Background: an optimization exercise with open tools, aiming at small area, a short achievable clock period and few clock cycles per item. Do not read the settings as production practice. Function was checked by simulation only, so behaviour that the tests miss may differ from the original.

== job 3144 ==
Design integer_calculator_alu, start of the top module:
module integer_calculator_alu #(
  parameter int DATA_WIDTH = 32
) (
  input  logic        clk_i,
  input  logic        rst_ni,
  input  logic        in_valid_i,
  output logic        in_ready_o,
  input  logic [3:0]  req_type_i,
  input  logic [31:0] operand_a_i,
  input  logic [31:0] operand_b_i,
  output logic        out_valid_o,
  input  logic        out_ready_i,
  output logic [31:0] result_value_o,
  output logic [2:0]  status_o
);
  localparam int S_IDLE  = 0;
  localparam int S_SETUP = 1;
  localparam int S_MUL   = 2;
  localparam int S_NORM  = 3;
  localparam int S_DIV   = 4;
  localparam int S_GINIT = 5;
  localparam int S_GCD   = 6;
  localparam int S_PMUL  = 8;
  localparam int S_PSQ   = 9;
  localparam int S_OVF   = 10;
  localparam int S_LMUL  = 11;
  localparam int S_FIN   = 12;
  localparam int S_DONE  = 13;
  localparam int S_NORM0 = 14;
  localparam int NS      = 15;
  function automatic logic [5:0] clz32(input logic [31:0] x);
    logic [3:0] nib;
    logic [7:0] nz;
    logic [1:0] l [8];
    logic [2:0] j;
    for (int n = 0; n < 8; n++) begin
      nib   = x[31-4*n -: 4];
      nz[n] = |nib;
      l[n]  = nib[3] ? 2'd0 : nib[2] ? 2'd1 : nib[1] ? 2'd2 : 2'd3;
    end
    j = 3'd7;
    for (int n = 7; n >= 0; n--) if (nz[n]) j = 3'(n);
    clz32 = (nz == 8'd0) ? 6'd32 : {1'b0, j, l[j]};
  endfunction
  function automatic logic [4:0] ctz32(input logic [31:0] x);
    logic [3:0] nib;
    logic [7:0] nz;
    logic [1:0] l [8];
    logic [2:0] j;
    for (int n = 0; n < 8; n++) begin
      nib   = x[4*n +: 4];
      nz[n] = |nib;
      l[n]  = nib[0] ? 2'd0 : nib[1] ? 2'd1 : nib[2] ? 2'd2 : 2'd3;
    end
    j = 3'd7;
    for (int n = 7; n >= 0; n--) if (nz[n]) j = 3'(n);
    ctz32 = {j, l[j]};
  endfunction
  function automatic logic [31:0] ks_add(input logic [31:0] x, input logic [31:0] y);
    logic [31:0] g, p, gn, pn, h;
    g = x & y;
    p = x ^ y;
    h = p;
    for (int d = 1; d < 32; d = d * 2) begin
      gn = g;
      pn = p;
      for (int i = d; i < 32; i++) begin
        gn[i] = g[i] | (p[i] & g[i-d]);
        pn[i] = p[i] & p[i-d];
      end
      g = gn;
      p = pn;
    end
    ks_add = h ^ {g[30:0], 1'b0};
  endfunction
  function automatic logic [31:0] fact_rom(input logic [5:0] n);
    logic [31:0] f;
    unique case (n)
  ...
Size: ~7,200 cells after synthesis, ~190 flip-flops, roughly 49,000 sq um of cells after synthesis.
==> flow/config.mk <==
export PLATFORM = sky130hd
export DESIGN_NAME = integer_calculator_alu
export DESIGN_NICKNAME = integer_calculator_alu
export VERILOG_FILES = /design/flow/design.v
export SDC_FILE = /design/flow/constraint.sdc
export NUM_CORES = 4
export LEC_CHECK = 0
export CAP_MARGIN = 40
export CORE_MARGIN = 2
export CORE_UTILIZATION = 40
export GPL_TIMING_DRIVEN = 0
export PLACE_DENSITY = 0.45
export SETUP_SLACK_MARGIN = 2.0
export SLEW_MARGIN = 40
==> flow/constraint.sdc <==
create_clock -name core_clock -period 8.0 [get_ports {clk_i}]
set_input_delay 1.6000 -clock core_clock [delete_from_list [all_inputs] [get_ports {clk_i}]]
set_output_delay 1.6000 -clock core_clock [all_outputs]
set_load 0.01 [all_outputs]
run.sh (not shown) runs the stock make flow with config.mk's settings and CLKGATE_MAP_FILE= SYNTH_SCRIPT=/design/flow/synth_recipe.tcl, a recipe that flattens the netlist after the stock synthesis.
Job 3144: it failed with a tool error in global routing (5_1_grt), so there are no final results.
Testbench counts of job 3144, summed over its fixed seeds: cycles 18,589, items 2,400.
Changes in job 8751 relative to job 3144:
Settings: GPL_TIMING_DRIVEN: 0 -> unset; SETUP_SLACK_MARGIN: 2.0 -> 1.5.
### Flow results
Job 8751 finished every stage and its layout cleared the timing, DRC and antenna checks. As far as post-synthesis cell count goes, job 3144 and job 8751 are indistinguishable; the numbers are identical. Comparing job 8751 and job 3144, the lower placed cell count is on job 8751. From job 3144 to job 8751 the numbers moved as follows: placed wire-length estimate after detailed placement went down by about 12%, post-synthesis instance area was more or less identical, post-synthesis simple-gate area fraction was more or less identical, number of gates resized after cts went down by 84%. Diff job 3144..job 8751 | count of cell types in the netlist | unchanged. Starting density of the core: job 3144 vs job 8751 identical. Between job 8751 and job 3144, the pre-CTS worst setup slack is higher for job 8751. From job 8751 to job 3144, number of hold-repair buffers added at the cts stage did not move at all. Comparing job 8751 and job 3144, the lower setup fix buffers added after clock tree synthesis is on job 8751.
Changes in job 9607 relative to job 8751:
Settings: SETUP_SLACK_MARGIN changed from 1.5 to 2.0.
--- outcome ---
- Job 9607 reports its worst setup path endpoint as p_q[31]$_DFFE_PP_ while job 8751 reports a_q[20]$_DFFE_PP_.
- Of job 9607 and job 8751, the run reporting the lower utilization was job 8751.

-- what the ideal ports hide --
How much do the figures lean on ideal ports? The routed layouts below were timed once more, with nothing changed but the port constraints.
Step 1 assumes that a clkbuf_16 drives the clock port and a buf_2 every other input.
Step 2 adds t to the input delays and takes it off the output delays; t is the mean of the earliest and latest rising clock arrival at the registers after step 1. Input paths then give back, and output paths get back, about the clock's delay inside the block.
Three values: ideal, step 1, step 2; two values: the first two.
run	shift t [ns]	slack for setup (ns)	hold WS [ns]
job 8751	0.702	0.885 / 0.885 / 0.704	0.487 / 0.487 / 0.487
job 9607	0.675	1.500 / 1.500 / 1.134	0.483 / 0.483 / 0.483
After both steps setup and hold are still met in every run listed. The setup slack of job 9607, which loses most, moves by 0.000 ns with the drivers and by -0.366 ns with both steps.
